Source: an optimization exercise on an open RTL-to-GDS flow (aim: small area, a short achievable clock period and few clock cycles per item). Production flows keep margins and buffers that such runs may drop.
RTL that was checked went through simulation tests only; none was proved equivalent to the original.
No functional check of the RTL was part of run 5.
Power and IR drop assume default switching activity.

`flow/design.v`:
```
`default_nettype none
package wbps_pkg;
  localparam int MAX_PATTERN_DEFAULT = 32;
  localparam int OFFSET_BITS_DEFAULT = 16;
  localparam int CFG_DATA_W   = 64;
  localparam int CFG_IDX_W    = 3;
  localparam int LEN_REG_W    = 6;
  localparam int PAT_REGS     = 4;
  localparam int PAT_BYTES    = PAT_REGS * CFG_DATA_W / 8;
  localparam int OFFSET_OUT_W = 16;
  localparam logic [7:0] WILDCARD_BYTE = 8'h2A;
  typedef struct packed {
    logic [7:0] region_byte;
    logic       region_end;
  } in_t;
  typedef struct packed {
    logic                    found;
    logic [OFFSET_OUT_W-1:0] match_offset;
  } out_t;
endpackage
`default_nettype wire
`default_nettype none
module wbps_cfg (
  input  wire logic         clk_i,
  input  wire logic         rst_ni,
  input  wire logic         cfg_we_i,
  input  wire logic [2:0]   cfg_idx_i,
  input  wire logic [63:0]  cfg_data_i,
  output logic      [4:0]   nm1_o,
  output logic      [3:0]   wvld_o,
  output logic [3:0][63:0]  pat_o
);
  logic [4:0]       nm1_q;
  logic [3:0]       wvld_q;
  logic [3:0][63:0] pat_q;
  logic [5:0]       lw;
  logic [4:0]       nm1_d;
  assign lw    = cfg_data_i[5:0];
  assign nm1_d = (lw == 6'd0) ? 5'd0 : (lw > 6'd32) ? 5'd31 : 5'(lw - 6'd1);
  always_ff @(posedge clk_i or negedge rst_ni) begin
    if (!rst_ni) begin
      nm1_q  <= 5'd0;
      wvld_q <= 4'd0;
    end else if (cfg_we_i) begin
      if (cfg_idx_i == 3'd0) nm1_q <= nm1_d;
      for (int w = 0; w < 4; w++) begin
        if (cfg_idx_i == 3'(w + 1)) wvld_q[w] <= 1'b1;
      end
    end
  end
  always_ff @(posedge clk_i) begin
    for (int w = 0; w < 4; w++) begin
      if (cfg_we_i && cfg_idx_i == 3'(w + 1)) pat_q[w] <= cfg_data_i;
    end
  end
  assign nm1_o  = nm1_q;
  assign wvld_o = wvld_q;
  assign pat_o  = pat_q;
endmodule
`default_nettype wire
`default_nettype none
module wbps_window (
  input  wire logic         clk_i,
  input  wire logic         step_i,      
  input  wire logic         first_i,     
  input  wire logic         zero_i,      
  input  wire logic [4:0]   nm1_i,
  output logic      [15:0]  off_o
);
  logic [15:0] off_q;
  logic [15:0] n16;
  assign n16 = 16'(nm1_i) + 16'd1;
  always_ff @(posedge clk_i) begin
    if (step_i) begin
      if (zero_i) begin
        off_q <= 16'd0;
      end else if (first_i) begin
        off_q <= 16'd1 - n16;
      end else if (off_q != ~n16) begin
        off_q <= off_q + 16'd1;
      end
    end
  end
  assign off_o = off_q;
endmodule
`default_nettype wire
`default_nettype none
module wbps_match (
  input  wire logic         clk_i,
  input  wire logic         load_i,
  input  wire logic         restart_i,
  input  wire logic [7:0]   byte_i,
  input  wire logic [3:0]   wvld_i,
  input  wire logic [3:0][63:0] pat_i,
  input  wire logic [4:0]   nm1_i,
  output logic              hit_o
);
  logic [31:0] eq;
  logic [31:0] st_q;
  logic        zero_byte;
  assign zero_byte = (byte_i == 8'h00);
  always_comb begin
    for (int k = 0; k < 32; k++) begin
      if (wvld_i[k / 8]) begin
        eq[k] = (pat_i[k / 8][(k % 8) * 8 +: 8] == wbps_pkg::WILDCARD_BYTE) ||
                (pat_i[k / 8][(k % 8) * 8 +: 8] == byte_i);
      end else begin
        eq[k] = zero_byte;
      end
    end
  end
  always_ff @(posedge clk_i) begin
    if (load_i) begin
      st_q <= eq & {st_q[30:0] & {31{!restart_i}}, 1'b1};
    end
  end
  assign hit_o = st_q[nm1_i];
endmodule
`default_nettype wire
`default_nettype none
module wildcard_byte_pattern_scanner_core (
  input  wire logic         clk_i,
  input  wire logic         rst_ni,
  input  wire logic         cfg_we_i,
  input  wire logic [2:0]   cfg_idx_i,
  input  wire logic [63:0]  cfg_data_i,
  input  wire logic         in_valid_i,
  input  wire wbps_pkg::in_t in_data_i,
  output logic              in_stall_o,
  output logic              out_valid_o,
  output wbps_pkg::out_t    out_data_o,
  input  wire logic         out_stall_i
);
  logic [4:0]       nm1;
  logic [3:0]       wvld;
  logic [3:0][63:0] pat;
  logic             load;
  logic             step;
  logic             hit;
  logic [15:0]      off;
  logic             last_q;    
  logic             first_q;   
  logic             fresh_q;   
  logic             done_q;    
  logic             ov_q;
  logic             found_q;
  assign in_stall_o = out_stall_i;
  assign load       = in_valid_i && !out_stall_i;
  assign step       = fresh_q && !out_stall_i;
  wbps_cfg u_cfg (
    .clk_i      (clk_i),
    .rst_ni     (rst_ni),
    .cfg_we_i   (cfg_we_i),
    .cfg_idx_i  (cfg_idx_i),
    .cfg_data_i (cfg_data_i),
    .nm1_o      (nm1),
    .wvld_o     (wvld),
    .pat_o      (pat)
  );
  wbps_match u_match (
    .clk_i     (clk_i),
    .load_i    (load),
    .restart_i (last_q),
    .byte_i    (in_data_i.region_byte),
    .wvld_i    (wvld),
    .pat_i     (pat),
    .nm1_i     (nm1),
    .hit_o     (hit)
  );
  wbps_window u_window (
    .clk_i   (clk_i),
    .step_i  (step),
    .first_i (first_q),
    .zero_i  (last_q && !hit),
    .nm1_i   (nm1),
    .off_o   (off)
  );
  always_ff @(posedge clk_i or negedge rst_ni) begin
    if (!rst_ni) begin
      last_q  <= 1'b1;
      fresh_q <= 1'b0;
      ov_q    <= 1'b0;
    end else if (!out_stall_i) begin
      fresh_q <= in_valid_i;
      ov_q    <= fresh_q && !done_q && (hit || last_q);
      if (in_valid_i) last_q <= in_data_i.region_end;
    end
  end
  always_ff @(posedge clk_i) begin
    if (load) begin
      first_q <= last_q;
      done_q  <= !last_q && (done_q || hit);
    end
    if (!out_stall_i) found_q <= hit;
  end
  assign out_valid_o             = ov_q;
  assign out_data_o.found        = found_q;
  assign out_data_o.match_offset = off;
endmodule
`default_nettype wire
`default_nettype none
module wbps_top (
  input  wire logic        clk_i,
  input  wire logic        rst_ni,
  input  wire logic        cfg_we_i,
  input  wire logic [2:0]  cfg_idx_i,
  input  wire logic [63:0] cfg_data_i,
  input  wire logic        in_valid_i,
  input  wire logic [7:0]  in_byte_i,
  input  wire logic        in_last_i,
  output logic             in_stall_o,
  output logic             out_valid_o,
  output logic             out_found_o,
  output logic [15:0]      out_offset_o,
  input  wire logic        out_stall_i
);
  wbps_pkg::in_t  in_data;
  wbps_pkg::out_t out_data;
  assign in_data.region_byte = in_byte_i;
  assign in_data.region_end  = in_last_i;
  assign out_found_o         = out_data.found;
  assign out_offset_o        = out_data.match_offset;
  wildcard_byte_pattern_scanner_core u_core (
    .clk_i       (clk_i),
    .rst_ni      (rst_ni),
    .cfg_we_i    (cfg_we_i),
    .cfg_idx_i   (cfg_idx_i),
    .cfg_data_i  (cfg_data_i),
    .in_valid_i  (in_valid_i),
    .in_data_i   (in_data),
    .in_stall_o  (in_stall_o),
    .out_valid_o (out_valid_o),
    .out_data_o  (out_data),
    .out_stall_i (out_stall_i)
  );
endmodule
`default_nettype wire
```
`flow/flow/run.sh`:
```
#!/bin/bash
# Standard layout, with plain buf_1 cells as the port buffers.
set -euo pipefail
bash standard.sh "BUFFER_PORTS_ARGS=-buffer_cell sky130_fd_sc_hd__buf_1" finish > standard_flow.log 2>&1
```
`flow/standard.sh`:
```
#!/bin/bash
# synth_recipe.tcl (not shown) runs the flow's synth.tcl, then flattens the netlist and writes it again
# the make line also repeats each setting of config.mk as NAME=value (left out here)
make -C /OpenROAD-flow-scripts/flow DESIGN_CONFIG=/design/flow/config.mk WORK_HOME=/design/flow/orfs CLKGATE_MAP_FILE= SYNTH_SCRIPT=/design/flow/synth_recipe.tcl "${@:-finish}"
```
`flow/config.mk`:
```
export PLATFORM = sky130hd
export DESIGN_NAME = wbps_top
export DESIGN_NICKNAME = wbps_top
export VERILOG_FILES = /design/flow/design.v
export SDC_FILE = /design/flow/constraint.sdc
export NUM_CORES = 4
export LEC_CHECK = 0
export CAP_MARGIN = 20
export CORE_MARGIN = 2
export CORE_UTILIZATION = 50
export CTS_BUF_LIST = sky130_fd_sc_hd__clkbuf_8
export CTS_CLUSTER_DIAMETER = 50
export CTS_CLUSTER_SIZE = 24
export PLACE_DENSITY = 0.65
export SETUP_SLACK_MARGIN = 4.4
export SLEW_MARGIN = 20
```
`flow/constraint.sdc`:
```
create_clock -name core_clock -period 7.5 [get_ports {clk_i}]
set_input_delay 1.5000 -clock core_clock [delete_from_list [all_inputs] [get_ports {clk_i}]]
set_output_delay 1.5000 -clock core_clock [all_outputs]
set_load 0.01 [all_outputs]
```
==> results of run 1 <==
power groups by stage:
| stage | combinational [mW] | clock (mW) | sequential [mW] |
|---|---|---|---|
| 2_1_floorplan | 0.387 | 0 | 2.13 |
| 5_1_grt | 0.537 | 1.44 | 2.14 |
| 6_report | 0.488 | 1.33 | 2.13 |
| 4_1_cts | 0.485 | 1.37 | 2.13 |
| 3_3_place_gp | 0.473 | 0 | 2.17 |
| 3_5_place_dp | 0.482 | 0 | 2.17 |
layer usage:
layer	share of wire, %	global-route usage [%]
met2	48	36.8
met5	0.038	0
met1	44	30.2
met4	2.3	5.96
met3	5.7	3.95
worst paths after layout:
check,startpoint,to,slack [ns],depth (start not counted)
setup / recovery,out_stall_i,in_stall_o,4.29,2
hold / removal,u_core.u_cfg.wvld_q[3],u_core.u_cfg.wvld_q[3],0.49,1
min in group asynchronous,rst_ni,u_core.fresh_q,0.95,1
max in group asynchronous,rst_ni,u_core.u_cfg.nm1_q[1],6.08,1
hold reg to reg,u_core.u_cfg.wvld_q[3],u_core.u_cfg.wvld_q[3],0.49,1
setup reg to reg,u_core.u_cfg.nm1_q[1],u_core.u_window.off_q[9],4.95,6
per-stage QoR:
| stage | hold WS [ns] | cells | setup WS, ns |
|---|---|---|---|
| 4_1_cts | 0.487 | 1563 | 4.16 |
| 6_report | 0.486 | 1566 | 4.29 |
| 3_5_place_dp | 0.462 | 1500 | 3.97 |
| 5_1_grt | 0.502 | 1566 | 4.29 |
| 2_1_floorplan | 0.448 | 1042 | 4.40 |
| 3_3_place_gp | 0.460 | 1500 | 4.03 |
flip-flops by register name, summed over array words and instances, names as in the netlist, 4 cells and up:
register and count:
u_core.u_window.off_q 16, u_core.u_cfg.nm1_q 5, u_core.u_cfg.pat_q 256, u_core.u_cfg.wvld_q 4, u_core.u_match.st_q 32
area by class of cell:
class / count / area [um^2]
sequential: 319 / 9520
inverter: 14 / 52.6
multi-input combinational: 665 / 5160
tap: 390 / 488
timing repair buffer: 115 / 546
clock buffer: 37 / 509
fill: 2441 / 12900
clock inverter: 26 / 348
kinds of logic (layout without fill, tap and decap cells):
group | Yosys count | after routing | share of synthesized area, %
mux | 24 | 24 | 1.65
flops | 319 | 319 | 63.5
xor+xnor | 280 | 280 | 16.4
compound gates | 105 | 105 | 4.55
fa+ha+maj | 9 | 9 | 0.701
simple gates | 247 | 247 | 11.0
buf+inv | 58 | 192 | 2.26
what timing repair did:
item | in CTS | in global routing
gates resized for setup | 2 | 8
hold buffers | 0 | 0
setup endpoints to repair | 17 | 17
pin swaps | 0 | 1
buffers inserted | 0 | 2
placed cells by master, fill, tap and decap left out, drive strengths merged, types with 3 or more instances in the layout:
cell type  count
a31oi          4
nor4bb        32
and2           5
nor4b         32
ha             6
mux2           6
nand2         31
nor2b          3
clkbuf        45
edfxtp       307
a22oi          8
xor2          42
a21boi         3
clkinvlp       4
maj3           3
nor4          14
nand3          6
o21ai         26
o211a          6
mux2i         18
a21oi         37
inv           22
clkinv        12
nor2          15
dfrtp         11
buf          107
o21a           7
nand4         61
nor3           3
and3          33
o211ai         4
or2            4
xnor2        238
==> results.sh, run 1 <==
export IMPL_antenna_found_initial=1
export IMPL_detail_route_first_pass_iterations=4
export IMPL_synthDistinctLibCells=57
export IMPL_critical_path_buf_inv_count=2
export IMPL_vdd_drop_max_v=0.000168
export IMPL_setup_worst_path_end_class="primary output"
export IMPL_via_per_inst=5.65
export IMPL_avgSynthCellArea_um2=14.4
export IMPL_drt_initial_drc_count=659
export IMPL_max_slew_margin_pct=35.4
export IMPL_io_pins=100
export IMPL_p_leak_nw=5.22
export IMPL_clock_tree_htree_level_count=2
export IMPL_postLayoutCellArea_um2=16600
export IMPL_p_sw_share_pct=27.5
export IMPL_switching_power_mw=1.09
export IMPL_insertedDiodeCount=0
export IMPL_power_density_nw_per_um2=238
export IMPL_fin_util_pct=56.2
export IMPL_power_total_mw=3.95
export IMPL_syn_instance_count=1042
export IMPL_first_pass_grt_wire_length_um=52100
export IMPL_grt_pass1_vias=8829
export IMPL_flow_area_growth_from_synthesis_pct=10.9
export IMPL_die_height_um=177
export IMPL_timing_clock_skew_ns=0.0249
export IMPL_finalWeightedCongestion=0.830
export IMPL_totalWireLength_um=34100
export IMPL_holdCritPathClass="reg -> reg"
export IMPL_die_area_um2=31400
export IMPL_drcViolationCount=0
export IMPL_routed_via_count=8851
export IMPL_synthTopCellsByCount="edfxtp_1, xnor2_1, nand4_1, xor2_1, a21oi_1"
export IMPL_timing_final_crit_share_pct=42.8
export IMPL_synth_largest_area_cell="edfxtp_1"
export IMPL_synth_edf_count=307
export IMPL_finalMaxSlewViolations=0
export IMPL_cts_root_buf="clkbuf_8"
export IMPL_cts_path_max_buffers=3
export IMPL_dpl_hpwl_um=21800
export IMPL_transition_time_at_the_pin_with_the_least_slew_margin_ns=0.969
export IMPL_setup_worst_path_start_class="input port"
export IMPL_outcome="complete, no violations"
export IMPL_synth_yosys_warnings=4
export IMPL_cts_made_buffers=35
export IMPL_ys_seq_area_share_pct=63.5
export IMPL_grt_max_degree=66
export IMPL_max_cap_violations=0
export IMPL_setup_tns_final_ns=0
export IMPL_ffs_w_async_s_r_synth_pct=3.76
export IMPL_synth_ff_latch_count=319
export IMPL_sequentialPowerShare_pct=53.9
export IMPL_fraction_of_post_synthesis_cell_area_in_the_top_cell_type_by_area_pct=61.5
export IMPL_post_synthesis_net_count=1129
export IMPL_mappedNetlistArea_um2=15000
export IMPL_post_dp_cell_area_um2=15700
export IMPL_maxClockFrequency_mhz=312
export IMPL_clock_tree_from_tritoncts="built"
export IMPL_worst_skew_pair_late_latency_ns=0.55
export IMPL_cts_sink_count=319
export IMPL_timing_worst_setup_path_type="in -> out"
export IMPL_required_worst_endpoint_ns=6.00
export IMPL_starting_density_of_the_core_pct=50.7
export IMPL_drt_antenna_violating_nets=0
export IMPL_worst_path_largest_cell_delay_ns=0.11
export IMPL_path_delay_family="buffers and inverters"
export IMPL_clock_power_share_pct=33.8
export IMPL_layout_cells_sized_above_1_pct=10.3
export IMPL_ys_flop_type="edfxtp_1"
export IMPL_die_width_um=177
export IMPL_wire_per_inst_um=21.8
export IMPL_grt_setup_unrepaired="true"
export IMPL_yosys_cell_count_top_type="edfxtp_1"
export IMPL_grt_usage_pct=22.2
export IMPL_clkTransAtPathRegs_ns=0.09
export IMPL_core_area_um2=29600
export IMPL_timing_final_crit_period_ns=3.21
export IMPL_power_combinational_fraction_pct=12.4
export IMPL_ys_top_cells_by_area="edfxtp_1, xnor2_1, nand4_1, xor2_1, nor4bb_1"
export IMPL_final_hold_viol_count=0
export IMPL_setup_violations_final=0
export IMPL_placement_io_buffers=99
export IMPL_crit_path_cell_trace="buf_12, buf_6"
export IMPL_placement_rows=63
export IMPL_critical_path_arrival_ns=1.71
export IMPL_nNetsFinal=1237
export IMPL_crit_fanout=3
export IMPL_p_int_mw=2.86
export IMPL_cp_slowest_cell="buf_6"
export IMPL_grt_remaining_overflow=0
Testbench counts, summed over its fixed seeds: cycles 110,095, items 109,783.
==> run 2, diff against run 1 <==
--- a/flow/config.mk
+++ b/flow/config.mk
@@ -9,7 +9,7 @@
 export CORE_MARGIN = 2
 export CORE_UTILIZATION = 50
-export CTS_BUF_LIST = sky130_fd_sc_hd__clkbuf_8
-export CTS_CLUSTER_DIAMETER = 50
-export CTS_CLUSTER_SIZE = 24
+export CTS_BUF_LIST = sky130_fd_sc_hd__clkbuf_16
+export CTS_CLUSTER_DIAMETER = 80
+export CTS_CLUSTER_SIZE = 32
 export PLACE_DENSITY = 0.65
 export SETUP_SLACK_MARGIN = 4.4
==> run 2 against run 1 <==
  * Clock skew down 0.0017 ns
  * Still clean
  * Sequential power about the same
  * Core utilization down 1.4 points
  * Global-route usage down 0.26 points
  * Via count down 1.8%
  * Critical path type unchanged
  * Critical endpoint unchanged
  * Cell count down 2.6%
==> results.sh, run 2 <==
export IMPL_ys_top_cells_by_area="edfxtp_1, xnor2_1, nand4_1, xor2_1, nor4bb_1"
export IMPL_finalWeightedCongestion=0.830
export IMPL_drt_antenna_violating_nets=0
export IMPL_drt_initial_drc_count=703
export IMPL_dpl_hpwl_um=21800
export IMPL_p_int_mw=2.67
export IMPL_p_sw_share_pct=25.5
export IMPL_maxClockFrequency_mhz=312
export IMPL_timing_clock_skew_ns=0.0232
export IMPL_placement_io_buffers=99
export IMPL_setup_violations_final=0
export IMPL_synthTopCellsByCount="edfxtp_1, xnor2_1, nand4_1, xor2_1, a21oi_1"
export IMPL_outcome="complete, no violations"
export IMPL_crit_fanout=3
export IMPL_synth_largest_area_cell="edfxtp_1"
export IMPL_most_common_library_cell_in_the_layout_ignoring_fill_and_taps="edfxtp_1"
export IMPL_fill_cells=2468
export IMPL_sequentialPowerShare_pct=59.4
export IMPL_post_dp_cell_area_um2=15700
export IMPL_multi_input_gate_area_um2=5170
export IMPL_grt_setup_unrepaired="true"
export IMPL_worst_slack_after_detailed_placement_ns=3.97
export IMPL_die_area_um2=31400
export IMPL_setup_worst_path_start_class="input port"
export IMPL_registers_top_by_ff_count="u_core.u_cfg.pat_q"
export IMPL_flow_area_growth_from_synthesis_pct=8.23
export IMPL_worst_skew_pair_late_latency_ns=0.51
export IMPL_ffs_w_async_s_r_synth_pct=3.76
export IMPL_insertedDiodeCount=0
export IMPL_power_combinational_fraction_pct=13.5
export IMPL_die_width_um=177
export IMPL_largest_register_ffs=256
export IMPL_clkTransAtPathRegs_ns=0.12
export IMPL_placed_cells=1500
export IMPL_grt_remaining_overflow=0
export IMPL_setup_tns_final_ns=0
export IMPL_grt_usage_pct=21.9
export IMPL_starting_density_of_the_core_pct=50.7
export IMPL_hold_start="u_core.u_cfg.wvld_q[3]"
export IMPL_layout_cells_sized_above_1_pct=7.14
export IMPL_timing_worst_setup_path_type="in -> out"
export IMPL_cts_hold_fix_buffers=0
export IMPL_timing_final_crit_share_pct=42.8
export IMPL_placement_rows=63
export IMPL_max_slew_margin_pct=26.8
export IMPL_synth_yosys_warnings=4
export IMPL_routed_via_count=8695
export IMPL_holdCritPathClass="reg -> reg"
export IMPL_critical_path_buf_inv_count=2
export IMPL_antenna_found_initial=1
export IMPL_first_pass_grt_wire_length_um=51600
export IMPL_hold_path_endpoint="u_core.u_cfg.wvld_q[3]"
export IMPL_sequential_cell_area_um2=9520
export IMPL_cp_slowest_cell="buf_6"
export IMPL_cts_path_max_buffers=3
export IMPL_switching_power_mw=0.915
export IMPL_grt_pass1_vias=8582
export IMPL_cts_made_buffers=15
export IMPL_totalWireLength_um=33800
export IMPL_via_per_inst=5.70
export IMPL_max_cap_violations=0
export IMPL_cts_root_buf="clkbuf_16"
export IMPL_post_synthesis_net_count=1129
export IMPL_vdd_drop_max_v=0.000239
export IMPL_ys_seq_area_share_pct=63.5
export IMPL_yosys_cell_count_top_type="edfxtp_1"
export IMPL_critical_path_arrival_ns=1.71
export IMPL_worstHoldPathCells=1
export IMPL_required_worst_endpoint_ns=6.00
export IMPL_layout_common_cells="edfxtp_1, xnor2_1, buf_1"
export IMPL_final_hold_viol_count=0
export IMPL_io_pins=100
export IMPL_mappedNetlistArea_um2=15000
export IMPL_layout_top_registers="u_core.u_cfg.pat_q x256, u_core.u_match.st_q x32, u_core.u_window.off_q x16"
export IMPL_worst_path_largest_cell_delay_ns=0.11
export IMPL_rr_endpoint="u_core.u_window.off_q[9]"
export IMPL_clock_power_share_pct=27.1
export IMPL_cts_sink_count=319
export IMPL_postLayoutCellArea_um2=16200
export IMPL_clock_tree_from_tritoncts="built"
export IMPL_avgSynthCellArea_um2=14.4
export IMPL_path_delay_family="buffers and inverters"
export IMPL_fin_util_pct=54.9
export IMPL_stdcell_count=1525
export IMPL_clock_tree_htree_level_count=1
export IMPL_syn_instance_count=1042
export IMPL_nNetsFinal=1216
export IMPL_detail_route_first_pass_iterations=5
export IMPL_synthDistinctLibCells=57
export IMPL_transition_time_at_the_pin_with_the_least_slew_margin_ns=1.10
export IMPL_worst_hold_slack_across_all_endpoints_ns=0.492
export IMPL_synth_edf_count=307
export IMPL_core_area_um2=29600
export IMPL_power_total_mw=3.58
export IMPL_postLayoutSetupSlackWorst_ns=4.29
export IMPL_p_leak_nw=5.03
export IMPL_drcViolationCount=0
export IMPL_grt_max_degree=66
export IMPL_setup_worst_path_end_class="primary output"
export IMPL_timing_final_crit_period_ns=3.21
export IMPL_fraction_of_post_synthesis_cell_area_in_the_top_cell_type_by_area_pct=61.5
export IMPL_power_density_nw_per_um2=221
export IMPL_finalMaxSlewViolations=0
export IMPL_rr_startpoint="u_core.u_cfg.nm1_q[1]"
export IMPL_r2r_setup_slk_ns=4.94
export IMPL_ys_flop_type="edfxtp_1"
export IMPL_wire_per_inst_um=22.1
export IMPL_reg2regPathDepth=7
export IMPL_die_height_um=177
export IMPL_synth_ff_latch_count=319
export IMPL_crit_path_cell_trace="buf_12, buf_6"
run 2: worst max-delay path by stage:
stage,startpoint,to,depth (start not counted)
after global placement,out_stall_i,in_stall_o,2
after floorplan,cfg_we_i,u_core.u_cfg.pat_q[0],3
after global routing,out_stall_i,in_stall_o,2
final,out_stall_i,in_stall_o,2
after CTS,out_stall_i,in_stall_o,2
after detailed placement,in_byte_i[4],u_core.u_match.st_q[27],6
run 2: final cells by class:
cell class,instances,share of cell area (%)
flip-flops and latches,319,58.7
multi-input cells,665,31.8
clock inverters,7,0.470
well taps,390,3.01
clock buffers,16,2.47
inverters,14,0.324
repair buffers,114,3.19
run 2: what timing repair did:
item	CTS	global route
pin swaps	0	1
buffers inserted	0	2
endpoints found under the hold margin	0	0
endpoints found under the setup margin	17	18
resized for setup	2	9
cloned	0	0
run 2: kinds of logic after synthesis:
logic type               share of synthesized area, %
flip-flops                                       63.5
multiplexers                                     1.65
adder cells (fa/ha/maj)                         0.701
AO/OA/AOI/OAI                                    4.55
XOR/XNOR                                         16.4
buffers and inverters                            2.26
AND/OR/NAND/NOR                                  11.0
run 2: power by group through the flow:
stage / Combinational (mW) / Sequential [mW] / Clock (mW)
CTS: 0.484 / 2.13 / 1.00
global route: 0.535 / 2.14 / 1.06
finish: 0.486 / 2.13 / 0.970
global placement: 0.473 / 2.17 / 0
floorplan: 0.387 / 2.13 / 0
detailed placement: 0.482 / 2.17 / 0
run 2: metal layers:
layer  global-route usage (%)  vias to the layer above  wire (um)
met3                     2.58                       51       1410
met2                     36.5                      205      16500
li1                         -                     4069          -
met5                        0                        -         13
met1                     30.8                     4368      15100
met4                     5.37                        2        788
==> run 3, diff against run 2 <==
--- a/flow/config.mk
+++ b/flow/config.mk
@@ -13,4 +13,4 @@
 export CTS_CLUSTER_SIZE = 32
 export PLACE_DENSITY = 0.65
-export SETUP_SLACK_MARGIN = 4.4
+export SETUP_SLACK_MARGIN = 3.0
 export SLEW_MARGIN = 20
==> run 3 against run 2 <==
  * Maximum frequency fell by 9.9%
  * Sequential power is essentially flat
  * Sequential cell count unchanged
  * Clock skew increased by 0.012 ns
  * Critical path depth increased by 4
  * Total power up 3.5%
  * Wire length increased by 1.9%
  * Design area up 0.35%
  * Hold slack got worse by 0.0060 ns
  * Core utilization increased by 0.19 points
  * Die area stayed put
  * Critical endpoint is now u_core.u_match.st_q[31]
==> results.sh, run 3 <==
export IMPL_outcome="complete, no violations"
export IMPL_postLayoutSetupSlackWorst_ns=3.94
export IMPL_io_pins=100
export IMPL_timing_final_crit_period_ns=3.56
export IMPL_avgSynthCellArea_um2=14.4
export IMPL_die_height_um=177
export IMPL_drcViolationCount=0
export IMPL_dpl_hpwl_um=22200
export IMPL_max_cap_violations=0
export IMPL_grt_setup_unrepaired="false"
export IMPL_starting_density_of_the_core_pct=50.7
export IMPL_die_area_um2=31400
export IMPL_layout_cells_sized_above_1_pct=6.86
export IMPL_postCtsSetupBuffers=0
export IMPL_via_per_inst=5.76
export IMPL_clock_tree_from_tritoncts="built"
export IMPL_layout_top_registers="u_core.u_cfg.pat_q x256, u_core.u_match.st_q x32, u_core.u_window.off_q x16"
export IMPL_required_worst_endpoint_ns=7.88
export IMPL_transition_time_at_the_pin_with_the_least_slew_margin_ns=1.03
export IMPL_antenna_found_initial=1
export IMPL_ffs_w_async_s_r_synth_pct=3.76
export IMPL_hold_start="u_core.u_cfg.wvld_q[3]"
export IMPL_grt_remaining_overflow=0
export IMPL_synthDistinctLibCells=57
export IMPL_largest_register_ffs=256
export IMPL_layout_common_cells="edfxtp_1, xnor2_1, buf_1"
export IMPL_yosys_cell_count_top_type="edfxtp_1"
export IMPL_ys_top_cells_by_area="edfxtp_1, xnor2_1, nand4_1, xor2_1, nor4bb_1"
export IMPL_grt_pass1_vias=8777
export IMPL_ys_seq_area_share_pct=63.5
export IMPL_setup_worst_path_start_class="input port"
export IMPL_die_width_um=177
export IMPL_p_leak_nw=5.05
export IMPL_setup_worst_path_end_class="flop"
export IMPL_timing_clock_skew_ns=0.0355
export IMPL_placed_cells=1500
export IMPL_cts_path_max_buffers=3
export IMPL_final_hold_viol_count=0
export IMPL_synth_largest_area_cell="edfxtp_1"
export IMPL_ys_flop_type="edfxtp_1"
export IMPL_timing_worst_setup_path_type="in -> reg"
export IMPL_vdd_drop_max_v=0.000196
export IMPL_setup_tns_final_ns=0
export IMPL_routed_via_count=8790
export IMPL_registers_top_by_ff_count="u_core.u_cfg.pat_q"
export IMPL_finalMaxSlewViolations=0
export IMPL_max_slew_margin_pct=31.3
export IMPL_most_common_library_cell_in_the_layout_ignoring_fill_and_taps="edfxtp_1"
export IMPL_totalWireLength_um=34400
export IMPL_synthTopCellsByCount="edfxtp_1, xnor2_1, nand4_1, xor2_1, a21oi_1"
export IMPL_nNetsFinal=1215
export IMPL_cts_hold_fix_buffers=0
export IMPL_insertedDiodeCount=0
export IMPL_syn_instance_count=1042
export IMPL_synth_ff_latch_count=319
export IMPL_maxClockFrequency_mhz=281
export IMPL_placement_rows=63
export IMPL_clkTransAtPathRegs_ns=0.10
export IMPL_holdCritPathClass="reg -> reg"
export IMPL_worst_skew_pair_late_latency_ns=0.53
export IMPL_synth_edf_count=307
export IMPL_core_area_um2=29600
export IMPL_synth_yosys_warnings=4
export IMPL_clock_tree_htree_level_count=1
export IMPL_stdcell_count=1527
export IMPL_grt_usage_pct=22.2
export IMPL_detail_route_first_pass_iterations=5
export IMPL_cts_root_buf="clkbuf_16"
export IMPL_timing_final_crit_share_pct=47.5
export IMPL_rr_startpoint="u_core.u_cfg.nm1_q[1]"
export IMPL_cts_made_buffers=16
export IMPL_worst_setup_path_startpoint="in_byte_i[2]"
export IMPL_drt_antenna_violating_nets=0
export IMPL_fraction_of_post_synthesis_cell_area_in_the_top_cell_type_by_area_pct=61.5
export IMPL_postCtsResizedCells=0
export IMPL_power_total_mw=3.71
export IMPL_grt_max_degree=66
export IMPL_setup_violations_final=0
export IMPL_finalWeightedCongestion=0.800
export IMPL_mappedNetlistArea_um2=15000
export IMPL_critical_path_arrival_ns=3.94
export IMPL_crit_fanout=22
export IMPL_worst_slack_after_detailed_placement_ns=3.48
export IMPL_placement_io_buffers=99
export IMPL_flow_area_growth_from_synthesis_pct=8.61
export IMPL_post_synthesis_net_count=1129
export IMPL_first_pass_grt_wire_length_um=51800
export IMPL_power_density_nw_per_um2=228
export IMPL_wire_per_inst_um=22.5
export IMPL_drt_initial_drc_count=796
export IMPL_cts_sink_count=319
## run 3: cell counts after synthesis
Identical to the previous run, type by type.
## run 3: area by class of cell
type / count / area [um^2]
Sequential cell: 319 / 9520
Clock buffer: 17 / 425
Tap cell: 390 / 488
Timing Repair Buffer: 112 / 479
Multi-Input combinational cell: 665 / 5150
Inverter: 14 / 52.6
Clock inverter: 10 / 160
Fill cell: 2423 / 13300
## run 3: final timing paths
check,to,slack (ns),cells after the start
max in group asynchronous,u_core.ov_q,6.08,1
setup / recovery,u_core.u_match.st_q[31],3.94,6
setup reg to reg,u_core.u_window.off_q[3],4.16,6
min in group asynchronous,u_core.u_cfg.wvld_q[1],0.99,1
hold / removal,u_core.u_cfg.wvld_q[3],0.49,1
hold reg to reg,u_core.u_cfg.wvld_q[3],0.49,1
## run 3: worst max-delay path: stages
cell and delay, ns:
clkbuf_2 0.56, buf_4 0.46, nor4_1 0.36, nand2_1 0.16
a21oi_1 0.61, and3_1 0.27
## run 3: routing by layer
metal  global-route usage (%)  vias to the layer above  routed length, um
met5                        0                        -                 17
met4                     6.37                        2                834
met3                     2.99                       54               1650
met2                     38.3                      269              16900
met1                     29.5                     4385              15000
li1                         -                     4080                  -
## run 3: logic make-up after synthesis
logic type | count (synthesis) | synth area share, %
flip-flops | 319 | 63.5
AO/OA/AOI/OAI | 105 | 4.55
buffers and inverters | 58 | 2.26
AND/OR/NAND/NOR | 247 | 11.0
XOR/XNOR | 280 | 16.4
adder cells (fa/ha/maj) | 9 | 0.701
multiplexers | 24 | 1.65
## run 3: report_power, final
group          internal, mW  leakage, nW  total [mW]  switching [mW]
Clock                 0.512        0.286        1.10           0.587
Sequential             2.04         2.94        2.13          0.0814
Combinational         0.211         1.83       0.484           0.272
## run 3: per-stage QoR
step | area (um^2) | hold slack, ns | utilization (%)
after floorplan | 15000 | 0.448 | -
after global placement | 15700 | 0.460 | 53.1
after detailed placement | 15700 | 0.461 | 53.1
after CTS | 16300 | 0.489 | 55.1
after global routing | 16300 | 0.505 | 55.1
final | 16300 | 0.486 | 55.1
==> run 4, diff against run 3 <==
--- a/flow/config.mk
+++ b/flow/config.mk
@@ -8,9 +8,9 @@
 export CAP_MARGIN = 20
 export CORE_MARGIN = 2
-export CORE_UTILIZATION = 50
+export CORE_UTILIZATION = 62
 export CTS_BUF_LIST = sky130_fd_sc_hd__clkbuf_16
 export CTS_CLUSTER_DIAMETER = 80
 export CTS_CLUSTER_SIZE = 32
-export PLACE_DENSITY = 0.65
-export SETUP_SLACK_MARGIN = 3.0
+export PLACE_DENSITY = 0.75
+export SETUP_SLACK_MARGIN = 4.4
 export SLEW_MARGIN = 20
==> run 4 against run 3 <==
  * Design area fell by 1.1%
  * Global-route usage grew 3.7 points
  * Die area decreased by 19%
  * Maximum frequency grew 11%
  * Clock power shrank 18%
  * Critical path depth is 4 lower
  * Sequential share of layout area grew 0.66 points
  * First-iteration DRC count rose by 16%
  * Via count grew 1.3%
  * Clock skew is 0.0047 ns lower
  * Synthesized area did not move
  * Non-clock buffer count grew 3
  * Critical path type is now in -> out
  * Largest power group unchanged
==> results.sh, run 4 <==
export IMPL_grt_use_met2_pct=42.9
export IMPL_via_per_inst=6.12
export IMPL_nNetsFinal=1217
export IMPL_insertedDiodeCount=0
export IMPL_max_slew_margin_pct=31.8
export IMPL_maxClockFrequency_mhz=312
export IMPL_avgSynthCellArea_um2=14.4
export IMPL_routed_via_count=8902
export IMPL_critical_path_arrival_ns=1.71
export IMPL_starting_density_of_the_core_pct=63.5
export IMPL_cts_made_buffers=15
export IMPL_die_width_um=159
export IMPL_synth_yosys_warnings=4
export IMPL_global_route_peak_usage_layer="met2"
export IMPL_post_synth_xor_area_fraction_pct=16.4
export IMPL_required_worst_endpoint_ns=6.00
export IMPL_timing_clock_skew_ns=0.0309
export IMPL_setup_worst_path_start_class="input port"
export IMPL_crit_path_cell_trace="buf_12, buf_6"
export IMPL_ys_seq_area_share_pct=63.5
export IMPL_synth_simple_gate_area_share_pct=11.0
export IMPL_post_synthesis_net_count=1129
export IMPL_outcome="complete, no violations"
export IMPL_largest_register_ffs=256
export IMPL_final_hold_viol_count=0
export IMPL_grt_max_degree=66
export IMPL_setup_violations_final=0
export IMPL_grt_met1_usage_pct=36.2
export IMPL_clock_tree_from_tritoncts="built"
export IMPL_synthDistinctLibCells=57
export IMPL_io_pins=100
export IMPL_sequentialPowerShare_pct=60.6
export IMPL_synth_ff_latch_count=319
export IMPL_p_int_mw=2.63
export IMPL_detail_route_first_pass_iterations=5
export IMPL_antenna_found_initial=0
export IMPL_met3_usage_pct=4.17
export IMPL_mappedNetlistArea_um2=15000
export IMPL_synth_compound_area_share_pct=4.55
export IMPL_finalMaxSlewViolations=0
export IMPL_registers_top_by_ff_count="u_core.u_cfg.pat_q"
export IMPL_power_density_nw_per_um2=218
export IMPL_ffs_w_async_s_r_synth_pct=3.76
export IMPL_drt_initial_drc_count=923
export IMPL_clock_power_share_pct=25.6
export IMPL_flow_area_growth_from_synthesis_pct=7.42
export IMPL_drt_antenna_violating_nets=0
export IMPL_timing_worst_setup_path_type="in -> out"
export IMPL_cp_slowest_cell="buf_6"
export IMPL_vdd_drop_max_v=0.000188
export IMPL_wire_per_inst_um=22.8
export IMPL_layout_top_registers="u_core.u_cfg.pat_q x256, u_core.u_match.st_q x32, u_core.u_window.off_q x16"
export IMPL_muxShareOfSynthArea_pct=1.65
export IMPL_syn_instance_count=1042
export IMPL_ys_top_cells_by_area="edfxtp_1, xnor2_1, nand4_1, xor2_1, nor4bb_1"
export IMPL_transition_time_at_the_pin_with_the_least_slew_margin_ns=1.02
export IMPL_p_sw_share_pct=25.0
export IMPL_synth_edf_count=307
export IMPL_cts_path_max_buffers=3
export IMPL_layout_cells_sized_above_1_pct=7.31
export IMPL_path_delay_family="buffers and inverters"
export IMPL_setup_worst_path_end_class="primary output"
export IMPL_ys_flop_type="edfxtp_1"
export IMPL_layout_common_cells="edfxtp_1, xnor2_1, buf_1"
export IMPL_max_cap_violations=0
export IMPL_timing_final_crit_period_ns=3.21
export IMPL_synth_fa_ha_area_share_pct=0.701
export IMPL_crit_fanout=2
export IMPL_core_area_um2=23600
export IMPL_grt_usage_pct=26.0
export IMPL_timing_final_crit_share_pct=42.8
export IMPL_dpl_hpwl_um=21300
export IMPL_p_leak_nw=5.01
export IMPL_finalWeightedCongestion=0.849
export IMPL_worst_hold_slack_across_all_endpoints_ns=0.488
export IMPL_synthTopCellsByCount="edfxtp_1, xnor2_1, nand4_1, xor2_1, a21oi_1"
export IMPL_cts_root_buf="clkbuf_16"
export IMPL_first_pass_grt_wire_length_um=50600
export IMPL_worst_skew_pair_late_latency_ns=0.51
export IMPL_worst_path_largest_cell_delay_ns=0.11
export IMPL_critical_path_buf_inv_count=2
export IMPL_die_area_um2=25400
export IMPL_most_common_library_cell_in_the_layout_ignoring_fill_and_taps="edfxtp_1"
export IMPL_grt_setup_unrepaired="true"
export IMPL_placement_io_buffers=99
export IMPL_totalWireLength_um=33200
export IMPL_setup_tns_final_ns=0
export IMPL_cts_sink_count=319
export IMPL_drcViolationCount=0
export IMPL_synth_largest_area_cell="edfxtp_1"
export IMPL_grt_remaining_overflow=0
export IMPL_holdCritPathClass="reg -> reg"
export IMPL_fill_cells=1717
export IMPL_clock_tree_htree_level_count=1
export IMPL_grt_pass1_vias=8821
export IMPL_main_combinational_cell_family_by_area_after_synthesis="XOR/XNOR gates"
export IMPL_placement_rows=56
export IMPL_die_height_um=159
export IMPL_fraction_of_post_synthesis_cell_area_in_the_top_cell_type_by_area_pct=61.5
export IMPL_power_combinational_fraction_pct=13.8
export IMPL_switching_power_mw=0.876
export IMPL_clkTransAtPathRegs_ns=0.09
export IMPL_yosys_cell_count_top_type="edfxtp_1"
==> run 4: cell counts after synthesis <==
No cell type changed its count.
==> run 4: worst register-to-register path, delay by kind of cell, from the launching register on <==
family | cells | cell delay, ns
xor+xnor | 2 | 0.47
flops | 1 | 0.73
simple gates | 2 | 0.26
buf+inv | 1 | 0.28
compound gates | 1 | 0.23
fa+ha+maj | 1 | 0.29
==> run 4: metal layers <==
metal	up-vias	share of wire, %
met5	-	0
met3	54	7.3
met1	4417	42
met4	0	2.6
li1	4077	-
met2	354	48
==> run 4: power by group through the flow <==
stage,registers (mW),logic (mW),clock network [mW]
after global routing,2.14,0.528,0.967
after global placement,2.16,0.470,0
after detailed placement,2.16,0.479,0
after CTS,2.13,0.482,0.910
final,2.13,0.485,0.899
after floorplan,2.13,0.387,0
==> run 4: final timing paths <==
path / start / cells past startpoint / slack (ns) / endpoint
worst min register to register: u_core.fresh_q / 1 / 0.49 / u_core.fresh_q
max in group asynchronous: rst_ni / 1 / 6.03 / u_core.u_cfg.nm1_q[1]
worst min-delay path: u_core.fresh_q / 1 / 0.49 / u_core.fresh_q
worst max-delay path: out_stall_i / 2 / 4.29 / in_stall_o
worst max register to register: u_core.u_cfg.nm1_q[1] / 7 / 4.94 / u_core.u_window.off_q[14]
min in group asynchronous: rst_ni / 1 / 1.00 / u_core.u_cfg.nm1_q[4]
==> run 4: cells by family (layout without fill, tap and decap cells) <==
kind of cell	count (synthesis)	after routing
buffers and inverters	58	152
XOR/XNOR	280	280
AO/OA/AOI/OAI	105	105
adder cells (fa/ha/maj)	9	9
AND/OR/NAND/NOR	247	247
flip-flops	319	319
multiplexers	24	24
==> run 4: final cells by class <==
cell class | instances | area [um^2] | share of cell area [%]
multi-input cells | 665 | 5180 | 32.1
clock inverters | 8 | 47.5 | 0.295
clock buffers | 15 | 375 | 2.33
repair buffers | 115 | 529 | 3.29
inverters | 14 | 52.6 | 0.326
well taps | 319 | 399 | 2.48
flip-flops and latches | 319 | 9520 | 59.1
==> run 4: metrics by stage <==
stage	setup slack, ns	utilization [%]	total power, mW	area (um^2)	std cells
floorplan	4.40	-	2.52	15000	1042
global placement	3.81	66.1	2.63	15600	1429
detailed placement	3.77	66.1	2.64	15600	1429
CTS	4.22	68.0	3.52	16100	1452
global route	4.29	68.2	3.63	16100	1455
finish	4.29	68.2	3.51	16100	1455
==> run 4: timing repair <==
item	CTS	global route
pin swaps	0	1
gates resized for setup	7	7
hold buffers	0	0
setup endpoints to repair	36	40
buffers inserted	0	3
==> run 5, diff against run 4 <==
--- a/flow/design.v
+++ b/flow/design.v
@@ -64,5 +64,4 @@
   input  wire logic         step_i,      
   input  wire logic         first_i,     
-  input  wire logic         zero_i,      
   input  wire logic [4:0]   nm1_i,
   output logic      [15:0]  off_o
@@ -73,7 +72,5 @@
   always_ff @(posedge clk_i) begin
     if (step_i) begin
-      if (zero_i) begin
-        off_q <= 16'd0;
-      end else if (first_i) begin
+      if (first_i) begin
         off_q <= 16'd1 - n16;
       end else if (off_q != ~n16) begin
@@ -172,5 +169,4 @@
     .step_i  (step),
     .first_i (first_q),
-    .zero_i  (last_q && !hit),
     .nm1_i   (nm1),
     .off_o   (off)
@@ -196,5 +192,5 @@
   assign out_valid_o             = ov_q;
   assign out_data_o.found        = found_q;
-  assign out_data_o.match_offset = off;
+  assign out_data_o.match_offset = found_q ? off : 16'd0;
 endmodule
 `default_nettype wire
==> run 5 against run 4 <==
  * Still clean
  * Sequential cell count did not move
  * Design area up 0.14%
  * Cell count grew 0.89%
  * Synthesized cell count is 1.3% higher
  * Combinational power down 6.8%
  * First-iteration DRC count decreased by 5.6%
  * Largest power group unchanged
==> results.sh, run 5 <==
export IMPL_die_height_um=159
export IMPL_fin_util_pct=68.5
export IMPL_outcome="complete, no violations"
export IMPL_drt_antenna_violating_nets=0
export IMPL_final_hold_viol_count=0
export IMPL_power_density_nw_per_um2=218
export IMPL_rr_startpoint="u_core.u_cfg.nm1_q[0]"
export IMPL_synth_edf_count=307
export IMPL_ffs_w_async_s_r_synth_pct=3.76
export IMPL_antenna_found_initial=1
export IMPL_fill_cells=1662
export IMPL_placement_io_buffers=99
export IMPL_critical_path_arrival_ns=1.70
export IMPL_syn_instance_count=1056
export IMPL_first_pass_grt_wire_length_um=51300
export IMPL_drcViolationCount=0
export IMPL_largest_register_ffs=256
export IMPL_synth_yosys_warnings=4
export IMPL_max_cap_violations=0
export IMPL_synthTopCellsByCount="edfxtp_1, xnor2_1, nand4_1, o21ai_0, a21oi_1"
export IMPL_starting_density_of_the_core_pct=63.3
export IMPL_worst_hold_slack_across_all_endpoints_ns=0.486
export IMPL_timing_clock_skew_ns=0.0220
export IMPL_dpl_hpwl_um=21500
export IMPL_clock_tree_htree_level_count=1
export IMPL_critical_path_buf_inv_count=2
export IMPL_max_slew_margin_pct=26.4
export IMPL_grt_usage_pct=26.4
export IMPL_path_delay_family="buffers and inverters"
export IMPL_totalWireLength_um=33600
export IMPL_maxClockFrequency_mhz=312
export IMPL_finalWeightedCongestion=0.831
export IMPL_post_synthesis_net_count=1143
export IMPL_core_area_um2=23500
export IMPL_vdd_drop_max_v=0.000272
export IMPL_clkTransAtPathRegs_ns=0.11
export IMPL_critical_path_stages=2
export IMPL_ys_seq_area_share_pct=63.9
export IMPL_worstSetupEndpoint="in_stall_o"
export IMPL_setup_tns_final_ns=0
export IMPL_timing_worst_setup_path_type="in -> out"
export IMPL_r2r_setup_slk_ns=4.82
export IMPL_reg2regPathDepth=7
export IMPL_io_pins=100
export IMPL_layout_cells_sized_above_1_pct=5.57
export IMPL_via_per_inst=6.12
export IMPL_setup_violations_final=0
export IMPL_p_leak_nw=4.97
export IMPL_worst_setup_path_startpoint="out_stall_i"
export IMPL_layout_common_cells="edfxtp_1, xnor2_1, buf_1"
export IMPL_most_common_library_cell_in_the_layout_ignoring_fill_and_taps="edfxtp_1"
export IMPL_crit_fanout=2
export IMPL_drt_initial_drc_count=871
export IMPL_cts_root_buf="clkbuf_16"
export IMPL_required_worst_endpoint_ns=6.00
export IMPL_mappedNetlistArea_um2=14900
export IMPL_worst_slack_after_detailed_placement_ns=3.84
export IMPL_nNetsFinal=1229
export IMPL_avgSynthCellArea_um2=14.1
export IMPL_cts_made_buffers=15
export IMPL_worst_skew_pair_late_latency_ns=0.51
export IMPL_postLayoutSetupSlackWorst_ns=4.30
export IMPL_synth_ff_latch_count=319
export IMPL_placement_rows=56
export IMPL_finalMaxSlewViolations=0
export IMPL_worst_path_largest_cell_delay_ns=0.11
export IMPL_cp_slowest_cell="buf_6"
export IMPL_wire_per_inst_um=22.9
export IMPL_grt_max_degree=66
export IMPL_ys_flop_type="edfxtp_1"
export IMPL_yosys_cell_count_top_type="edfxtp_1"
export IMPL_die_area_um2=25300
export IMPL_cts_sink_count=319
export IMPL_transition_time_at_the_pin_with_the_least_slew_margin_ns=1.10
export IMPL_synth_largest_area_cell="edfxtp_1"
export IMPL_synthDistinctLibCells=44
export IMPL_rr_endpoint="u_core.u_window.off_q[9]"
export IMPL_grt_pass1_vias=8856
export IMPL_holdCritPathClass="reg -> reg"
export IMPL_detail_route_first_pass_iterations=5
export IMPL_grt_setup_unrepaired="true"
export IMPL_ys_top_cells_by_area="edfxtp_1, xnor2_1, nand4_1, nor4bb_1, nor4b_1"
export IMPL_clock_tree_from_tritoncts="built"
export IMPL_setup_worst_path_end_class="primary output"
export IMPL_die_width_um=159
export IMPL_timing_final_crit_period_ns=3.20
export IMPL_setup_worst_path_start_class="input port"
export IMPL_fraction_of_post_synthesis_cell_area_in_the_top_cell_type_by_area_pct=61.8
export IMPL_cts_path_max_buffers=3
export IMPL_timing_final_crit_share_pct=42.7
export IMPL_registers_top_by_ff_count="u_core.u_cfg.pat_q"
export IMPL_crit_path_cell_trace="buf_8, buf_6"
export IMPL_flow_area_growth_from_synthesis_pct=8.15
export IMPL_grt_remaining_overflow=0
export IMPL_routed_via_count=8986
export IMPL_layout_top_registers="u_core.u_cfg.pat_q x256, u_core.u_match.st_q x32, u_core.u_window.off_q x16"
## run 5: changes by cell type after synthesis, sizes merged, moves of 4 or more
cell / delta
nand4: +7
nand2b: +5
clkbuf: +7
buf: -4
o21ai: +16
o211a: -6
nor4: -7
nand2: -5
and3: +4
xor2: -22
xnor2: +26
and2: +12
o21a: -7
## run 5: what timing repair did
| action | 4_1_cts | 5_1_grt |
|---|---|---|
| resized for setup | 8 | 1 |
| buffers inserted | 1 | 1 |
| setup endpoints to repair | 9 | 9 |
| hold buffers | 0 | 0 |
## run 5: logic make-up (layout without fill, tap and decap cells)
family	Yosys count	count (layout)	synth area share, %
muxes	22	22	1.50
buffers and inverters	57	149	1.75
AOI/OAI and AO/OA	106	106	3.98
and+or+nand+nor	261	261	11.7
other	0	1	0
adders and majority gates	7	7	0.571
DFF	319	319	63.9
xor gates and xnor gates	284	284	16.7
## run 5: how the worst min path moves through the flow
stage	from	end	slack, ns	cells past startpoint
floorplan	u_core.u_cfg.wvld_q[1]	u_core.u_cfg.wvld_q[1]	0.45	1
global route	u_core.u_cfg.wvld_q[2]	u_core.u_cfg.wvld_q[2]	0.51	1
global placement	u_core.u_cfg.wvld_q[1]	u_core.u_cfg.wvld_q[1]	0.46	1
finish	u_core.u_cfg.wvld_q[2]	u_core.u_cfg.wvld_q[2]	0.49	1
CTS	u_core.u_cfg.wvld_q[2]	u_core.u_cfg.wvld_q[2]	0.49	1
detailed placement	u_core.u_cfg.wvld_q[2]	u_core.u_cfg.wvld_q[2]	0.46	1
## run 5: where the power goes
group	internal (mW)	total (mW)	switching [mW]
logic	0.192	0.452	0.260
clock network	0.392	0.945	0.554
registers	2.04	2.11	0.0759
## run 5: layer usage
metal  wire length [um]  up-vias  GRT usage, %
met1              14100     4466          36.7
met2              16700      368          45.3
li1                   -     4114             -
met3               2320       38          3.18
met5                  0        -             0
met4                497        0          6.07
## run 5: cell type report
class / count / area [um^2] / share of cell area [%]
Antenna cell: 1 / 2.50 / 0.0155
Clock buffer: 15 / 375 / 2.33
Clock inverter: 8 / 98.8 / 0.613
Inverter: 11 / 41.3 / 0.256
Multi-Input combinational cell: 680 / 5170 / 32.0
Sequential cell: 319 / 9520 / 59.0
Tap cell: 319 / 399 / 2.48
Timing Repair Buffer: 115 / 520 / 3.23
## run 5: metrics by stage
| stage | cells | power (mW) | area [um^2] |
|---|---|---|---|
| after floorplan | 1056 | 2.45 | 14900 |
| after global placement | 1442 | 2.59 | 15600 |
| after detailed placement | 1442 | 2.60 | 15600 |
| after CTS | 1466 | 3.53 | 16100 |
| after global routing | 1467 | 3.64 | 16100 |
| final | 1468 | 3.51 | 16100 |
==> run 6, diff against run 5 <==
--- a/flow/design.v
+++ b/flow/design.v
@@ -70,11 +70,11 @@
   logic [15:0] n16;
   assign n16 = 16'(nm1_i) + 16'd1;
-  always_ff @(posedge clk_i) begin
-    if (step_i) begin
-      if (first_i) begin
-        off_q <= 16'd1 - n16;
-      end else if (off_q != ~n16) begin
-        off_q <= off_q + 16'd1;
-      end
+  logic inc;
+  assign inc = step_i && (off_q != ~n16);
+  always_ff @(posedge clk_i) begin
+    if (step_i && first_i) begin
+      off_q <= 16'd1 - n16;
+    end else begin
+      off_q <= off_q + 16'(inc);
     end
   end
--- a/flow/config.mk
+++ b/flow/config.mk
@@ -10,6 +10,6 @@
 export CORE_UTILIZATION = 62
 export CTS_BUF_LIST = sky130_fd_sc_hd__clkbuf_16
-export CTS_CLUSTER_DIAMETER = 80
-export CTS_CLUSTER_SIZE = 32
+export CTS_CLUSTER_DIAMETER = 70
+export CTS_CLUSTER_SIZE = 36
 export PLACE_DENSITY = 0.75
 export SETUP_SLACK_MARGIN = 4.4
==> run 6 against run 5 <==
  * Still clean on timing, DRC and antenna
  * Critical path depth unchanged
  * Maximum frequency decreased by 0.11%
  * First-iteration DRC count decreased by 18%
  * Wire length decreased by 1.7%
  * Clock-buffer cell count increased by 2
  * Clock skew increased by 0.0087 ns
  * Synthesized area decreased by 0.76%
  * Total power increased by 7.1%
  * Sequential cell count unchanged
  * Design area about the same
  * Critical endpoint unchanged
  * Largest cell class unchanged
==> results.sh, run 6 <==
export IMPL_grt_pass1_vias=8747
export IMPL_first_pass_grt_wire_length_um=49700
export IMPL_cts_hold_fix_buffers=0
export IMPL_fin_util_pct=68.7
export IMPL_largest_register_ffs=256
export IMPL_cts_path_max_buffers=3
export IMPL_cts_root_buf="clkbuf_16"
export IMPL_cp_slowest_cell="buf_6"
export IMPL_antenna_found_initial=0
export IMPL_stdcell_count=1473
export IMPL_clock_tree_from_tritoncts="built"
export IMPL_power_total_mw=3.76
export IMPL_nNetsFinal=1233
export IMPL_drt_antenna_violating_nets=0
export IMPL_synth_largest_area_cell="edfxtp_1"
export IMPL_layout_common_cells="edfxtp_1, xnor2_1, buf_1"
export IMPL_required_worst_endpoint_ns=6.00
export IMPL_switching_power_mw=0.994
export IMPL_cts_sink_count=319
export IMPL_die_height_um=158
export IMPL_detail_route_first_pass_iterations=5
export IMPL_finalWeightedCongestion=0.847
export IMPL_setup_tns_final_ns=0
export IMPL_grt_usage_pct=26.6
export IMPL_ys_flop_type="edfxtp_1"
export IMPL_postLayoutCellArea_um2=16100
export IMPL_sequentialPowerShare_pct=57.1
export IMPL_mappedNetlistArea_um2=14800
export IMPL_die_area_um2=25100
export IMPL_sequential_cell_area_um2=9370
export IMPL_layout_top_registers="u_core.u_cfg.pat_q x256, u_core.u_match.st_q x32, u_core.u_window.off_q x16"
export IMPL_synth_yosys_warnings=4
export IMPL_multi_input_gate_area_um2=5220
export IMPL_dpl_hpwl_um=21000
export IMPL_p_leak_nw=5.05
export IMPL_placement_io_buffers=99
export IMPL_synth_ff_latch_count=319
export IMPL_core_area_um2=23500
export IMPL_setup_worst_path_end_class="primary output"
export IMPL_insertedDiodeCount=0
export IMPL_max_cap_violations=0
export IMPL_max_slew_margin_pct=29.3
export IMPL_totalWireLength_um=33000
export IMPL_fraction_of_post_synthesis_cell_area_in_the_top_cell_type_by_area_pct=59.1
export IMPL_registers_top_by_ff_count="u_core.u_cfg.pat_q"
export IMPL_crit_path_cell_trace="buf_12, buf_6"
export IMPL_via_per_inst=6.07
export IMPL_timing_final_crit_period_ns=3.20
export IMPL_clkTransAtPathRegs_ns=0.09
export IMPL_p_sw_share_pct=26.4
export IMPL_setup_worst_path_start_class="input port"
export IMPL_synthTopCellsByCount="edfxtp_1, xnor2_1, nand4_1, o21ai_0, xor2_1"
export IMPL_placement_rows=56
export IMPL_timing_final_crit_share_pct=42.7
export IMPL_drt_initial_drc_count=713
export IMPL_holdCritPathClass="reg -> reg"
export IMPL_ffs_w_async_s_r_synth_pct=3.76
export IMPL_worst_slack_after_detailed_placement_ns=3.78
export IMPL_ys_top_cells_by_area="edfxtp_1, xnor2_1, nand4_1, xor2_1, dfxtp_1"
export IMPL_synth_edf_count=291
export IMPL_io_pins=100
export IMPL_routed_via_count=8934
export IMPL_worst_path_largest_cell_delay_ns=0.11
export IMPL_post_dp_cell_area_um2=15500
export IMPL_timing_clock_skew_ns=0.0308
export IMPL_crit_fanout=2
export IMPL_grt_remaining_overflow=0
export IMPL_die_width_um=158
export IMPL_syn_instance_count=1056
export IMPL_cts_made_buffers=17
export IMPL_p_int_mw=2.76
export IMPL_starting_density_of_the_core_pct=63.0
export IMPL_clock_tree_htree_level_count=1
export IMPL_postLayoutSetupSlackWorst_ns=4.30
export IMPL_power_combinational_fraction_pct=14.2
export IMPL_clock_power_share_pct=28.7
export IMPL_outcome="complete, no violations"
export IMPL_drcViolationCount=0
export IMPL_critical_path_arrival_ns=1.70
export IMPL_vdd_drop_max_v=0.000229
export IMPL_post_synthesis_net_count=1144
export IMPL_grt_setup_unrepaired="true"
export IMPL_final_hold_viol_count=0
export IMPL_synthDistinctLibCells=50
export IMPL_yosys_cell_count_top_type="edfxtp_1"
export IMPL_placed_cells=1442
export IMPL_power_density_nw_per_um2=233
export IMPL_most_common_library_cell_in_the_layout_ignoring_fill_and_taps="edfxtp_1"
export IMPL_transition_time_at_the_pin_with_the_least_slew_margin_ns=1.06
export IMPL_flow_area_growth_from_synthesis_pct=9.02
export IMPL_wire_per_inst_um=22.4
export IMPL_worst_hold_slack_across_all_endpoints_ns=0.492
export IMPL_layout_cells_sized_above_1_pct=6.85
export IMPL_critical_path_buf_inv_count=2
export IMPL_ys_seq_area_share_pct=63.3
export IMPL_finalMaxSlewViolations=0
export IMPL_grt_max_degree=66
export IMPL_timing_worst_setup_path_type="in -> out"
export IMPL_avgSynthCellArea_um2=14.0
export IMPL_fill_cells=1644
export IMPL_worst_skew_pair_late_latency_ns=0.53
export IMPL_path_delay_family="buffers and inverters"
export IMPL_setup_violations_final=0
export IMPL_maxClockFrequency_mhz=312
## run 6: cell types whose count changed after synthesis, moves of 4 or more
cell / change
clkbuf_1: -5
dfxtp_1: +16
edfxtp_1: -16
nand2_1: +8
nand4_1: -4
xnor2_1: -20
xor2_1: +19
## run 6: final timing paths
check	start	end	slack (ns)	cells past startpoint
max	out_stall_i	in_stall_o	4.30	2
min	u_core.u_cfg.wvld_q[2]	u_core.u_cfg.wvld_q[2]	0.49	1
max reg2reg	u_core.u_cfg.nm1_q[2]	u_core.u_window.off_q[10]	4.60	11
min reg2reg	u_core.u_cfg.wvld_q[2]	u_core.u_cfg.wvld_q[2]	0.49	1
max in group asynchronous	rst_ni	u_core.u_cfg.nm1_q[1]	6.07	1
min in group asynchronous	rst_ni	u_core.ov_q	0.97	1
## run 6: repair_timing
action | in CTS | in global routing
setup buffers | 1 | 2
resized for setup | 12 | 7
endpoints found under the setup margin | 34 | 34
gates cloned | 0 | 0
## run 6: kinds of logic after synthesis
kind of cell | synth area share, %
adder cells (fa/ha/maj) | 0.795
buffers and inverters | 1.89
flip-flops | 63.3
AO/OA/AOI/OAI | 3.89
XOR/XNOR | 16.8
multiplexers | 1.54
AND/OR/NAND/NOR | 11.9
## run 6: area by class of cell
| type | instances | share of cell area [%] |
|---|---|---|
| clock buffers | 17 | 2.64 |
| clock inverters | 11 | 1.01 |
| inverters | 10 | 0.233 |
| multi-input cells | 683 | 32.4 |
| flip-flops and latches | 319 | 58.1 |
| well taps | 319 | 2.47 |
| repair buffers | 114 | 3.23 |
## run 6: routing by layer
layer / routed length (um) / up-vias / track usage (%)
met3: 1930 / 57 / 2.78
met2: 16400 / 295 / 46.0
met5: 0 / - / 0
met1: 13900 / 4474 / 36.5
li1: - / 4108 / -
met4: 745 / 0 / 7.04
## run 6: power groups by stage
stage	Clock, mW	Sequential [mW]	Combinational [mW]
final	1.08	2.15	0.535
after global routing	1.15	2.16	0.592
after CTS	1.10	2.15	0.520
after detailed placement	0	2.19	0.516
after global placement	0	2.19	0.508
after floorplan	0	2.14	0.410
Testbench counts of run 6, summed over its fixed seeds: cycles 110,095, items 109,783.
==> run 7, diff against run 6 <==
--- a/flow/config.mk
+++ b/flow/config.mk
@@ -9,7 +9,7 @@
 export CORE_MARGIN = 2
 export CORE_UTILIZATION = 62
-export CTS_BUF_LIST = sky130_fd_sc_hd__clkbuf_16
+export CTS_BUF_LIST = sky130_fd_sc_hd__clkbuf_8 sky130_fd_sc_hd__clkbuf_16
 export CTS_CLUSTER_DIAMETER = 70
-export CTS_CLUSTER_SIZE = 36
+export CTS_CLUSTER_SIZE = 24
 export PLACE_DENSITY = 0.75
 export SETUP_SLACK_MARGIN = 4.4
==> run 7 against run 6 <==
  * Register-to-register slack hardly changed
  * Hold slack lost 0.0014 ns
  * Core utilization shrank 0.064 points
  * Synthesized cell count did not move
  * Design area about the same
  * Sequential cell count unchanged
  * Via count down 0.19%
  * Clock skew decreased by 0.015 ns
  * Combinational power barely moved
  * Synthesized area did not move
  * Sequential share of layout area is 0.054 points higher
  * Clock-buffer cell count rose by 2
  * Largest power group unchanged
  * Highest routed layer unchanged
==> results.sh, run 7 <==
export IMPL_setup_violations_final=0
export IMPL_cts_sink_count=319
export IMPL_antenna_found_initial=0
export IMPL_synthTopCellsByCount="edfxtp_1, xnor2_1, nand4_1, o21ai_0, xor2_1"
export IMPL_synth_yosys_warnings=4
export IMPL_postLayoutCellArea_um2=16100
export IMPL_worst_path_largest_cell_delay_ns=0.11
export IMPL_finalMaxSlewViolations=0
export IMPL_timing_clock_skew_ns=0.0158
export IMPL_drt_antenna_violating_nets=0
export IMPL_yosys_cell_count_top_type="edfxtp_1"
export IMPL_final_hold_viol_count=0
export IMPL_post_dp_cell_area_um2=15500
export IMPL_drcViolationCount=0
export IMPL_required_worst_endpoint_ns=6.00
export IMPL_synth_ff_latch_count=319
export IMPL_core_area_um2=23500
export IMPL_avgSynthCellArea_um2=14.0
export IMPL_p_leak_nw=5.04
export IMPL_largest_register_ffs=256
export IMPL_power_density_nw_per_um2=232
export IMPL_power_total_mw=3.74
export IMPL_crit_fanout=2
export IMPL_timing_final_crit_share_pct=42.7
export IMPL_insertedDiodeCount=0
export IMPL_worst_skew_pair_late_latency_ns=0.53
export IMPL_fraction_of_post_synthesis_cell_area_in_the_top_cell_type_by_area_pct=59.1
export IMPL_clkTransAtPathRegs_ns=0.09
export IMPL_setup_worst_path_end_class="primary output"
export IMPL_post_synthesis_net_count=1144
export IMPL_holdCritPathClass="reg -> reg"
export IMPL_grt_setup_unrepaired="true"
export IMPL_grt_usage_pct=26.6
export IMPL_max_cap_violations=0
export IMPL_synthDistinctLibCells=50
export IMPL_dpl_hpwl_um=21000
export IMPL_first_pass_grt_wire_length_um=49500
export IMPL_sequentialPowerShare_pct=57.4
export IMPL_critical_path_buf_inv_count=2
export IMPL_wire_per_inst_um=22.2
export IMPL_path_delay_family="buffers and inverters"
export IMPL_timing_final_crit_period_ns=3.20
export IMPL_totalWireLength_um=32700
export IMPL_die_area_um2=25100
export IMPL_layout_top_registers="u_core.u_cfg.pat_q x256, u_core.u_match.st_q x32, u_core.u_window.off_q x16"
export IMPL_grt_pass1_vias=8720
export IMPL_outcome="complete, no violations"
export IMPL_vdd_drop_max_v=0.000199
export IMPL_critical_path_arrival_ns=1.70
export IMPL_setup_worst_path_start_class="input port"
export IMPL_synth_largest_area_cell="edfxtp_1"
export IMPL_timing_worst_setup_path_type="in -> out"
export IMPL_syn_instance_count=1056
export IMPL_ffs_w_async_s_r_synth_pct=3.76
export IMPL_ys_top_cells_by_area="edfxtp_1, xnor2_1, nand4_1, xor2_1, dfxtp_1"
export IMPL_die_height_um=158
export IMPL_finalWeightedCongestion=0.847
export IMPL_clock_tree_htree_level_count=1
export IMPL_switching_power_mw=0.977
export IMPL_max_slew_margin_pct=30.1
export IMPL_via_per_inst=6.05
export IMPL_io_pins=100
export IMPL_layout_cells_sized_above_1_pct=6.76
export IMPL_maxClockFrequency_mhz=312
export IMPL_power_combinational_fraction_pct=14.3
export IMPL_most_common_library_cell_in_the_layout_ignoring_fill_and_taps="edfxtp_1"
export IMPL_cts_path_max_buffers=3
export IMPL_drt_initial_drc_count=695
export IMPL_clock_tree_from_tritoncts="built"
export IMPL_nNetsFinal=1235
export IMPL_clock_power_share_pct=28.3
export IMPL_cts_made_buffers=19
export IMPL_setup_tns_final_ns=0
export IMPL_transition_time_at_the_pin_with_the_least_slew_margin_ns=1.05
export IMPL_grt_remaining_overflow=0
export IMPL_ys_seq_area_share_pct=63.3
export IMPL_ys_flop_type="edfxtp_1"
export IMPL_flow_area_growth_from_synthesis_pct=8.92
export IMPL_registers_top_by_ff_count="u_core.u_cfg.pat_q"
export IMPL_crit_path_cell_trace="buf_12, buf_6"
export IMPL_synth_edf_count=291
export IMPL_routed_via_count=8917
export IMPL_placement_rows=56
export IMPL_layout_common_cells="edfxtp_1, xnor2_1, buf_1"
export IMPL_die_width_um=158
export IMPL_placement_io_buffers=99
export IMPL_worst_hold_slack_across_all_endpoints_ns=0.490
export IMPL_detail_route_first_pass_iterations=5
export IMPL_mappedNetlistArea_um2=14800
export IMPL_starting_density_of_the_core_pct=63.0
export IMPL_grt_max_degree=66
export IMPL_p_sw_share_pct=26.1
export IMPL_cp_slowest_cell="buf_6"
export IMPL_p_int_mw=2.76
export IMPL_cts_root_buf="clkbuf_16"
run 7: logic make-up after synthesis:
kind of cell / synth area share, %
flip-flops: 63.3
XOR/XNOR: 16.8
AND/OR/NAND/NOR: 11.9
AO/OA/AOI/OAI: 3.89
buffers and inverters: 1.89
multiplexers: 1.54
adder cells (fa/ha/maj): 0.795
run 7: layout make-up:
type                       instances  area (um^2)
sequential                       319         9370
fill                            1647         7360
multi-input combinational        683         5220
timing repair buffer             114          522
clock buffer                      19          475
tap                              319          399
clock inverter                     9         97.6
inverter                          10         37.5
run 7: power groups by stage:
stage / clock (mW) / combinational (mW) / sequential (mW)
6_report: 1.06 / 0.534 / 2.15
3_3_place_gp: 0 / 0.508 / 2.19
5_1_grt: 1.14 / 0.591 / 2.16
2_1_floorplan: 0 / 0.410 / 2.14
4_1_cts: 1.08 / 0.520 / 2.15
3_5_place_dp: 0 / 0.516 / 2.19
run 7: through the flow:
stage | utilization [%] | worst slack, ns | cells
detailed placement | 65.8 | 3.78 | 1442
CTS | 68.5 | 4.30 | 1471
finish | 68.7 | 4.30 | 1473
global placement | 65.8 | 3.84 | 1442
global route | 68.7 | 4.29 | 1473
floorplan | - | 4.40 | 1056
run 7: final timing paths:
kind / cells past startpoint / to / from / slack [ns]
min in group asynchronous: 1 / u_core.ov_q / rst_ni / 0.96
worst min register to register: 1 / u_core.u_cfg.wvld_q[3] / u_core.u_cfg.wvld_q[3] / 0.49
max in group asynchronous: 1 / u_core.u_cfg.nm1_q[1] / rst_ni / 6.06
worst min-delay path: 1 / u_core.u_cfg.wvld_q[3] / u_core.u_cfg.wvld_q[3] / 0.49
worst max-delay path: 2 / in_stall_o / out_stall_i / 4.30
worst max register to register: 11 / u_core.u_window.off_q[10] / u_core.u_cfg.nm1_q[2] / 4.60
run 7: routing by layer:
metal	track usage, %	vias up	routed length (um)
li1	-	4108	-
met1	36.6	4442	13800
met2	46.0	316	16200
met3	2.80	51	2030
met4	6.56	0	648
met5	0	-	0
run 7: timing repair:
action	4_1_cts	5_1_grt
hold buffers	0	0
gates resized for setup	12	6
buffers inserted	1	2
endpoints found under the setup margin	35	34

-- static timing again, ports no longer ideal --
Ports are ideal in the flow. The routed layouts listed here were re-timed in OpenROAD. Step 1, drivers: a clkbuf_16 drives clk_i and a buf_2 each remaining input, both assumed. Step 2 moves the port delays by t, midway between the first and last clock arrival at a register: inputs arrive t later, outputs are due t later. That takes back most of the time a late clock gives input paths. Slacks: ideal / step 1 / step 2; pairs: ideal / step 1.
| run | shift t [ns] | slack for setup (ns) | worst hold slack (ns) | worst setup path at the end | pins driven straight from the clock port |
|---|---|---|---|---|---|
| run 1 | 0.580 | 4.292 / 4.240 / 3.946 | 0.486 / 0.486 / 0.486 | input to register | 1 |
| run 2 | 0.551 | 4.292 / 4.240 / 4.053 | 0.492 / 0.492 / 0.492 | input to register | 1 |
| run 3 | 0.567 | 3.941 / 3.969 / 3.402 | 0.486 / 0.486 / 0.486 | input to register | 1 |
| run 4 | 0.545 | 4.293 / 4.246 / 3.950 | 0.488 / 0.488 / 0.488 | input to register | 1 |
| run 5 | 0.548 | 4.299 / 4.258 / 4.046 | 0.486 / 0.486 / 0.486 | input to register | 1 |
| run 6 | 0.560 | 4.296 / 4.247 / 4.004 | 0.492 / 0.492 / 0.492 | input to register | 1 |
| run 7 | 0.561 | 4.296 / 4.247 / 3.979 | 0.490 / 0.490 / 0.490 | input to register | 1 |
After both steps every run listed still meets setup and hold. The setup slack of run 3, which loses most, moves by +0.028 ns with the drivers and by -0.539 ns with both steps.
